This is an optimization exercise on Yosys and OpenROAD, whose aim is small area, a short achievable clock period and few clock cycles per item, not a production implementation. The RTL of this run was laid out without a check of its function.

==> flow/design.v <==
`timescale 1ns / 1ps
package lsm_pkg;
    localparam int LatBits  = 24;
    localparam int FracBits = 16;
    localparam int MeanBits = LatBits + FracBits;
    localparam int CvBits   = 17;
    localparam logic [CvBits-1:0] CvOne = 17'h10000;
    localparam logic [1:0] REG_BURN   = 2'd0;
    localparam logic [1:0] REG_MINS   = 2'd1;
    localparam logic [1:0] REG_STABLE = 2'd2;
    localparam logic [1:0] REG_THRESH = 2'd3;
    localparam int MdRows  = 4;    
    localparam int MulBits = 4;    
    localparam int SqSteps = 2;    
    localparam int VdRows  = 2 * SqSteps;  
    localparam int CdRows  = 4;    
endpackage
`timescale 1ns / 1ps
import lsm_pkg::*;
module lsm_unit (
    input  logic                clk,
    input  logic                rst_n,
    input  logic                in_valid,
    output logic                in_take,
    input  logic [15:0]         in_count,
    input  logic [MeanBits-1:0] in_mean,
    input  logic [LatBits-1:0]  in_min,
    input  logic [63:0]         in_sq,
    input  logic                in_burning,
    input  logic                in_restart,
    input  logic [15:0]         cfg_mins,
    input  logic [7:0]          cfg_stable,
    input  logic [16:0]         cfg_thresh,
    output logic                m_valid,
    input  logic                m_ready,
    output logic [111:0]        m_data,
    output logic [1:0]          m_user
);
    localparam int VdCycles = 64 / VdRows;
    localparam int SqCycles = 40 / SqSteps;
    localparam int CdCycles = 16 / CdRows;
    typedef enum logic [2:0] {
        B_IDLE, B_VS, B_CMP, B_CD, B_FIN, B_OUT
    } bstate_t;
    bstate_t              state_reg;
    logic [5:0]           cnt_reg;
    logic [15:0]          count_reg;
    logic [MeanBits-1:0]  mean_reg;
    logic [LatBits-1:0]   min_reg;
    logic                 burning_reg;
    logic                 restart_reg;
    logic [7:0]           run_reg;
    logic [15:0]          div_reg;     
    logic [63:0]          vq_reg;      
    logic [15:0]          vr_reg;      
    logic [40:0]          sr_reg;      
    logic [39:0]          root_reg;    
    logic [CvBits-1:0]    cv_reg;
    assign in_take = in_valid && ((state_reg == B_IDLE) ||
                                  (state_reg == B_OUT && m_ready));
    assign m_valid = (state_reg == B_OUT);
    assign m_data  = {7'd0, run_reg, cv_reg, min_reg, mean_reg, count_reg};
    assign m_user  = {(run_reg >= cfg_stable), burning_reg};
    logic [63:0] vq_n;
    logic [15:0] vr_n;
    always_comb
    begin
        logic [16:0] t;
        logic [17:0] d;
        vq_n = vq_reg;
        vr_n = vr_reg;
        for (int i = 0; i < VdRows; i++)
        begin
            t = {vr_n, vq_n[63]};
            d = {1'b0, t} - {2'b00, div_reg};
            vq_n = {vq_n[62:0], ~d[17]};
            vr_n = d[17] ? t[15:0] : d[15:0];
        end
    end
    logic [40:0] sr_n;
    logic [39:0] root_n;
    always_comb
    begin
        logic [42:0] r4;
        logic [42:0] trial;
        logic [43:0] d;
        logic        feed;
        feed   = (cnt_reg <= 6'(VdCycles));
        sr_n   = sr_reg;
        root_n = root_reg;
        for (int i = 0; i < SqSteps; i++)
        begin
            r4    = {sr_n, (feed ? vq_reg[2*(SqSteps-1-i) +: 2] : 2'b00)};
            trial = {1'b0, root_n, 2'b01};
            d     = {1'b0, r4} - {1'b0, trial};
            root_n = {root_n[38:0], ~d[43]};
            sr_n   = d[43] ? r4[40:0] : d[40:0];
        end
    end
    logic [40:0] cr_n;
    logic [15:0] cq_n;
    always_comb
    begin
        logic [40:0] t;
        logic [41:0] d;
        cr_n = sr_reg;
        cq_n = cv_reg[15:0];
        for (int i = 0; i < CdRows; i++)
        begin
            t = {cr_n[39:0], 1'b0};
            d = {1'b0, t} - {2'b00, mean_reg};
            cq_n = {cq_n[14:0], ~d[41]};
            cr_n = d[41] ? t : d[40:0];
        end
    end
    logic [7:0] run_n;
    always_comb
    begin
        run_n = restart_reg ? 8'd0 : run_reg;
        if (!burning_reg)
        begin
            if (count_reg >= cfg_mins && cv_reg < cfg_thresh)
            begin
                if (run_n != 8'hFF)
                    run_n = run_n + 8'd1;
            end
            else
                run_n = 8'd0;
        end
    end
    always_ff @(posedge clk or negedge rst_n)
    begin
        if (!rst_n)
        begin
            state_reg <= B_IDLE;
            cnt_reg   <= '0;
            run_reg   <= '0;
        end
        else
        begin
            unique case (state_reg)
                B_IDLE, B_OUT:
                begin
                    if (in_take)
                    begin
                        cnt_reg <= '0;
                        if (in_count < 16'd2 || in_mean == '0)
                            state_reg <= B_FIN;
                        else
                            state_reg <= B_VS;
                    end
                    else if (m_ready)
                        state_reg <= B_IDLE;
                end
                B_VS:
                begin
                    cnt_reg <= cnt_reg + 6'd1;
                    if (cnt_reg == 6'(SqCycles))
                        state_reg <= B_CMP;
                end
                B_CMP:
                begin
                    cnt_reg <= '0;
                    if (root_reg >= mean_reg)
                        state_reg <= B_FIN;
                    else
                        state_reg <= B_CD;
                end
                B_CD:
                begin
                    cnt_reg <= cnt_reg + 6'd1;
                    if (cnt_reg == 6'(CdCycles - 1))
                        state_reg <= B_FIN;
                end
                B_FIN:
                begin
                    run_reg   <= run_n;
                    state_reg <= B_OUT;
                end
                default:
                    state_reg <= B_IDLE;
            endcase
        end
    end
    always_ff @(posedge clk)
    begin
        if (in_take)
        begin
            count_reg   <= in_count;
            mean_reg    <= in_mean;
            min_reg     <= in_min;
            burning_reg <= in_burning;
            restart_reg <= in_restart;
            div_reg     <= in_count - 16'd1;
            vq_reg      <= in_sq;
            vr_reg      <= '0;
            sr_reg      <= '0;
            root_reg    <= '0;
            cv_reg      <= CvOne;
        end
        else
        begin
            unique case (state_reg)
                B_VS:
                begin
                    if (cnt_reg < 6'(VdCycles))
                    begin
                        vq_reg <= vq_n;
                        vr_reg <= vr_n;
                    end
                    if (cnt_reg != 6'd0)
                    begin
                        sr_reg   <= sr_n;
                        root_reg <= root_n;
                    end
                end
                B_CMP:
                begin
                    sr_reg <= {1'b0, root_reg};
                    if (root_reg < mean_reg)
                        cv_reg <= '0;
                end
                B_CD:
                begin
                    sr_reg <= cr_n;
                    cv_reg <= {1'b0, cq_n};
                end
                default:
                begin
                end
            endcase
        end
    end
endmodule
`timescale 1ns / 1ps
import lsm_pkg::*;
module latency_stability_monitor_core (
    input  logic         clk,
    input  logic         rst_n,
    input  logic         s_axis_tvalid,
    output logic         s_axis_tready,
    input  logic [23:0]  s_axis_tdata,    
    input  logic         s_axis_tuser,    
    output logic         m_axis_tvalid,
    input  logic         m_axis_tready,
    output logic [111:0] m_axis_tdata,
    output logic [1:0]   m_axis_tuser,    
    input  logic         cfg_we,
    input  logic [1:0]   cfg_addr,
    input  logic [16:0]  cfg_wdata
);
    localparam int MdCycles  = 40 / MdRows;
    localparam int MulCycles = 40 / MulBits;
    typedef enum logic [2:0] {
        A_IDLE, A_MD, A_MU, A_MUL, A_SQ, A_DONE
    } astate_t;
    astate_t             state_reg;
    logic [5:0]          cnt_reg;
    logic [7:0]          burn_reg;
    logic [15:0]         count_reg;
    logic [MeanBits-1:0] mean_reg;
    logic [63:0]         sq_reg;
    logic [LatBits-1:0]  min_reg;
    logic [7:0]          cfg_burn_reg;
    logic [15:0]         cfg_mins_reg;
    logic [7:0]          cfg_stable_reg;
    logic [16:0]         cfg_thresh_reg;
    logic [LatBits-1:0]  lat_reg;
    logic                up_reg;
    logic                burning_reg;
    logic                restart_reg;
    logic [MeanBits-1:0] mag_reg;    
    logic [MeanBits-1:0] q_reg;      
    logic [15:0]         r_reg;      
    logic [MeanBits-1:0] hi_reg;     
    logic take, hand;
    lsm_unit u_var (
        .clk(clk), .rst_n(rst_n),
        .in_valid(state_reg == A_DONE), .in_take(hand),
        .in_count(count_reg), .in_mean(mean_reg), .in_min(min_reg),
        .in_sq(sq_reg), .in_burning(burning_reg), .in_restart(restart_reg),
        .cfg_mins(cfg_mins_reg), .cfg_stable(cfg_stable_reg),
        .cfg_thresh(cfg_thresh_reg),
        .m_valid(m_axis_tvalid), .m_ready(m_axis_tready),
        .m_data(m_axis_tdata), .m_user(m_axis_tuser)
    );
    assign s_axis_tready = (state_reg == A_IDLE) || (state_reg == A_DONE && hand);
    assign take = s_axis_tvalid && s_axis_tready;
    logic [7:0]          burn_e;
    logic [15:0]         count_e;
    logic [MeanBits-1:0] mean_e;
    logic [63:0]         sq_e;
    logic [LatBits-1:0]  min_e;
    logic                burn_in;
    logic [MeanBits-1:0] x_in;
    logic                up_in;
    logic [MeanBits-1:0] mag_in;
    always_comb
    begin
        burn_e  = s_axis_tuser ? 8'd0 : burn_reg;
        count_e = s_axis_tuser ? 16'd0 : count_reg;
        mean_e  = s_axis_tuser ? '0 : mean_reg;
        sq_e    = s_axis_tuser ? 64'd0 : sq_reg;
        min_e   = s_axis_tuser ? '1 : min_reg;
        burn_in = burn_e < cfg_burn_reg;
        x_in    = {s_axis_tdata, {FracBits{1'b0}}};
        up_in   = x_in >= mean_e;
        mag_in  = up_in ? (x_in - mean_e) : (mean_e - x_in);
    end
    logic [MeanBits-1:0] q_n;
    logic [15:0]         r_n;
    always_comb
    begin
        logic [16:0] t;
        logic [17:0] d;
        q_n = q_reg;
        r_n = r_reg;
        for (int i = 0; i < MdRows; i++)
        begin
            t   = {r_n, q_n[MeanBits-1]};
            d   = {1'b0, t} - {2'b00, count_reg};
            q_n = {q_n[MeanBits-2:0], ~d[17]};
            r_n = d[17] ? t[15:0] : d[15:0];
        end
    end
    logic [MeanBits-1:0] x_reg_ext;
    logic [MeanBits-1:0] mag2;
    logic [MeanBits+MulBits-1:0] psum;
    always_comb
    begin
        x_reg_ext = {lat_reg, {FracBits{1'b0}}};
        mag2 = up_reg ? (x_reg_ext - mean_reg) : (mean_reg - x_reg_ext);
        psum = {{MulBits{1'b0}}, hi_reg} + mag2 * mag_reg[MulBits-1:0];
    end
    logic [64:0] acc;
    assign acc = {1'b0, sq_reg} + {1'b0, hi_reg, mag_reg[MeanBits-1:FracBits]};
    always_ff @(posedge clk or negedge rst_n)
    begin
        if (!rst_n)
        begin
            state_reg      <= A_IDLE;
            cnt_reg        <= '0;
            burn_reg       <= '0;
            count_reg      <= '0;
            mean_reg       <= '0;
            sq_reg         <= '0;
            min_reg        <= '1;
            burning_reg    <= 1'b0;
            restart_reg    <= 1'b0;
            cfg_burn_reg   <= 8'd5;
            cfg_mins_reg   <= 16'd5;
            cfg_stable_reg <= 8'd5;
            cfg_thresh_reg <= 17'd1966;
        end
        else
        begin
            if (take)
            begin
                restart_reg <= s_axis_tuser;
                count_reg   <= count_e;
                mean_reg    <= mean_e;
                sq_reg      <= sq_e;
                min_reg     <= min_e;
                cnt_reg     <= '0;
                if (burn_in)
                begin
                    burn_reg    <= burn_e + 8'd1;
                    burning_reg <= 1'b1;
                    state_reg   <= A_DONE;
                end
                else
                begin
                    burn_reg    <= burn_e;
                    burning_reg <= 1'b0;
                    if (count_e != 16'hFFFF)
                        count_reg <= count_e + 16'd1;
                    if (s_axis_tdata < min_e)
                        min_reg <= s_axis_tdata;
                    state_reg   <= A_MD;
                end
            end
            else
            begin
                unique case (state_reg)
                    A_MD:
                    begin
                        cnt_reg <= cnt_reg + 6'd1;
                        if (cnt_reg == 6'(MdCycles - 1))
                            state_reg <= A_MU;
                    end
                    A_MU:
                    begin
                        mean_reg  <= up_reg ? mean_reg + q_reg : mean_reg - q_reg;
                        cnt_reg   <= '0;
                        state_reg <= A_MUL;
                    end
                    A_MUL:
                    begin
                        cnt_reg <= cnt_reg + 6'd1;
                        if (cnt_reg == 6'(MulCycles - 1))
                            state_reg <= A_SQ;
                    end
                    A_SQ:
                    begin
                        sq_reg    <= acc[64] ? '1 : acc[63:0];
                        state_reg <= A_DONE;
                    end
                    A_DONE:
                    begin
                        if (hand)
                            state_reg <= A_IDLE;
                    end
                    default:
                        state_reg <= A_IDLE;
                endcase
            end
            if (cfg_we)
            begin
                unique case (cfg_addr)
                    REG_BURN:   cfg_burn_reg   <= cfg_wdata[7:0];
                    REG_MINS:   cfg_mins_reg   <= cfg_wdata[15:0];
                    REG_STABLE: cfg_stable_reg <= cfg_wdata[7:0];
                    REG_THRESH: cfg_thresh_reg <= cfg_wdata;
                    default:    cfg_burn_reg   <= cfg_burn_reg;
                endcase
            end
        end
    end
    always_ff @(posedge clk)
    begin
        if (take)
        begin
            lat_reg <= s_axis_tdata;
            up_reg  <= up_in;
            mag_reg <= mag_in;
            q_reg   <= mag_in;
            r_reg   <= '0;
            hi_reg  <= '0;
        end
        else
        begin
            unique case (state_reg)
                A_MD:
                begin
                    q_reg <= q_n;
                    r_reg <= r_n;
                end
                A_MUL:
                begin
                    hi_reg  <= psum[MeanBits+MulBits-1:MulBits];
                    mag_reg <= {psum[MulBits-1:0], mag_reg[MeanBits-1:MulBits]};
                end
                default:
                begin
                end
            endcase
        end
    end
endmodule
==> flow/run.sh <==
#!/bin/bash
# synth_recipe.tcl (not shown) runs the flow's synth.tcl, then flattens the netlist and writes it again
# the make line also repeats each setting of config.mk as NAME=value (left out here)
make -C /OpenROAD-flow-scripts/flow DESIGN_CONFIG=/design/flow/config.mk WORK_HOME=/design/flow/orfs CLKGATE_MAP_FILE= SYNTH_SCRIPT=/design/flow/synth_recipe.tcl finish
==> flow/config.mk <==
export PLATFORM = sky130hd
export DESIGN_NAME = latency_stability_monitor_core
export DESIGN_NICKNAME = latency_stability_monitor_core
export VERILOG_FILES = /design/flow/design.v
export SDC_FILE = /design/flow/constraint.sdc
export NUM_CORES = 4
export LEC_CHECK = 0
export CAP_MARGIN = 20
export CORE_MARGIN = 2
export CORE_UTILIZATION = 40
export SLEW_MARGIN = 20
==> flow/constraint.sdc <==
create_clock -name core_clock -period 6.0 [get_ports {clk}]
set_input_delay 1.2000 -clock core_clock [delete_from_list [all_inputs] [get_ports {clk}]]
set_output_delay 1.2000 -clock core_clock [all_outputs]
set_load 0.01 [all_outputs]
==> results.txt <==
-- repair_timing --
action	CTS	global route
setup buffers	175	70
pin swaps	214	277
gates resized for setup	338	356
gates cloned	11	3
setup endpoints to repair	99	103
-- final timing paths --
path | start | to | slack [ps] | cells after the start
max reg2reg | u_var.mean_reg[1] | u_var.sr_reg[5] | -5450 | 50
max in group asynchronous | rst_n | mean_reg[22] | 4220 | 2
min | rst_n | sq_reg[63] | 430 | 1
max | u_var.mean_reg[1] | u_var.sr_reg[5] | -5450 | 50
min in group core_clock | burning_reg | u_var.burning_reg | 450 | 0
min reg2reg | burning_reg | u_var.burning_reg | 450 | 0
-- layout make-up --
cell class | count | area [sq um]
Antenna cell | 2 | 5.00
Multi-Input combinational cell | 6662 | 50800
Fill cell | 15200 | 73200
Tap cell | 2204 | 2760
Sequential cell | 666 | 17200
Inverter | 569 | 2170
Clock inverter | 57 | 702
Clock buffer | 101 | 2240
Timing Repair Buffer | 2284 | 18400
-- placed cells by master, fill, tap and decap left out, types with 267 or more instances in the layout --
cell type and instances:
buf_4 2024, a21o_1 333, edfxtp_1 267, nand2_1 989
o21ai_0 459, nor2_1 459, ha_1 650, inv_1 530
a21oi_1 659, xnor2_1 317
-- worst max-delay path, delay by kind of cell (launching register included) --
kind	cells	cell delay (ps)
adder cells (fa/ha/maj)	4	880
AO/OA/AOI/OAI	29	6730
buffers and inverters	8	1320
AND/OR/NAND/NOR	6	950
flip-flops	1	410
multiplexers	3	990
-- metal layers --
metal / vias to the layer above / share of wire, % / GRT usage [%]
li1: 33700 / - / -
met1: 33700 / 42 / 38.2
met2: 2085 / 46 / 50.5
met3: 651 / 4.7 / 3.01
met4: 2 / 7.3 / 19.2
met5: - / 0.0044 / 0
-- cell families after synthesis --
| logic type | after synthesis |
|---|---|
| buffers and inverters | 896 |
| adders and majority gates | 861 |
| and+or+nand+nor | 2440 |
| AOI/OAI and AO/OA | 2551 |
| other | 1 |
| xor gates and xnor gates | 541 |
| DFF | 666 |
| muxes | 262 |
-- metrics by stage --
| step | setup TNS (ps) | hold WS [ps] |
|---|---|---|
| finish | -360910 | 435 |
| global route | -391530 | 454 |
| CTS | -352550 | 398 |
| detailed placement | -396850 | 442 |
| global placement | -387900 | 434 |
| floorplan | -304310 | 423 |
==> reports/qor.yml <==
synthesis:
  synthMuxAreaShare_pct: 4.17
  synth.most_common_cell: "nand2_1"
  yosys_warnings: 2
  synthCells: 8218
  yosys-top-cells-area: "ha_1 14%, edfxtp_1 12%, dfrtp_1 7.1%"
  synth_compound_area_share_pct: 24.1
  async_flop_share_pct: 34.4
  synth_top_family_by_area: "compound AO/OA/AOI/OAI gates"
  netlist_area_sq_um: 67600
  yosysTopAreaCellShare_pct: 13.6
  post_synth_fa_ha_maj_area_fraction_pct: 17.4
  yosys-top-cells-count: "1,018 x nand2_1, 738 x a21oi_1, 733 x ha_1, 576 x o21ai_0, 565 x inv_1"
  yosys.area.top_type: "ha_1"
  synth_simple_gate_area_share_pct: 16.8
  synthXorXnorAreaFrac_pct: 7.01
  ys_dominant_reg_cell: "edfxtp_1"
  post_synth_num_cell_types: 110
  seq_area_frac_synth_pct: 25.4
  ys_ff_latch: 666
  synth_edf_count: 267
  synth.avg_cell_area_sq_um: 8.22
place:
  dp_slack_ps: -5860
  place_area_sq_um: 86100
  port_buffers: 157
  dpl.cell_count: 12200
  dp_hpwl_microns: 213000
  globalplace.congestion: 0.999
clocking:
  hold_buffers: 0
  clk_latency_ps: 740
  clk_pin_slew_ps: 60
  cts_inserted_buffers: 85
  cts_root_buffer: "clkbuf_16"
  cts.sinks: 666
  htreeDepth: 3
  cts_tree: "yes"
  cts.path.max_buffers: 3
sta:
  finalHoldViolCount: 0
  fin_crit_sh_pct: 191
  fin_crit_ps: 11450
  fin_skew_ps: 55.7
  tightestPinTransition_ps: 1030
  rsz0062_at_grt: "true"
  setup_viol: 92
  layout_setup_ws_ps: -5450
  drv_slew: 0
  slew_headroom_pct: 31.4
  fmax_mhz: 87.3
worst_setup_path:
  worstPathMaxFanout: 8
  worst_setup_path_start_kind: "register"
  cp_data_required_time_ps: 6620
  path_class: "register to register"
  critPathSlowestCell: "a221oi_4"
  critPathArrivalTime_ps: 12070
  worstSetupEndpointType: "register"
  slowest_delay_ps: 450
floorplan:
  pin_count: 165
  core-area_sq_um: 167000
  rows: 150
  dieArea_sq_um: 172000
  die_x_microns: 415
  initial_utilization_pct: 40.4
  fp.dieH_microns: 415
route:
  wire_per_inst_microns: 21.7
  vias_per_cell: 5.59
  drc_errors: 0
  ant_nets: 0
  drt_iter0_drc: 4913
  drtPass1Iterations: 5
  drt_wl_total_microns: 272000
  vias: 70100
flow_run:
  drv_cap: 0
layout:
  drive_gt1_share_pct: 29.7
  final_cell_count_no_fill: 12500
  layout.core_utilization_pct: 56.3
  syn_to_final_growth_pct: 39.4
  nets: 11200
  post-route-cell-area_sq_um: 94200
global_route:
  antenna_found_initial: 11
  grt_first_pass_wirelength_microns: 410000
  grt_max_degree: 130
  gr-total-overflow: 0
  grt_usage_pct: 30.5
  grt_pass1_vias: 69700
status:
  failed_checks: "setup timing"
  outcome: "complete, but fails checks"
min_path:
  hp-class: "input pin to asynchronous set/reset pin"

separate check: timing with driven ports:
No port has a modelled driver above. Below, the same layout with a new extraction and two added sets of constraints. Step 1: set_driving_cell puts a clkbuf_16 on clk and a buf_2 on each other input, an assumption about the parent block. Step 2 also shifts input and output timing later by t, the mid clock arrival at the registers, as if the neighbouring blocks saw the same clock. a / b / c = ideal ports / drivers / drivers and shift; a / b = the first two.
shift t [ns]: 0.799
setup WS [ns]: -5.448 / -5.448 / -5.448
worst hold slack (ns): 0.435 / 0.397 / 0.454
worst setup path after step 2: register to register
clock arrival spread, ns: 0.058 / 0.058
For this run, drivers alone change the setup slack by 0.000 ns; drivers and shift together by 0.000 ns.
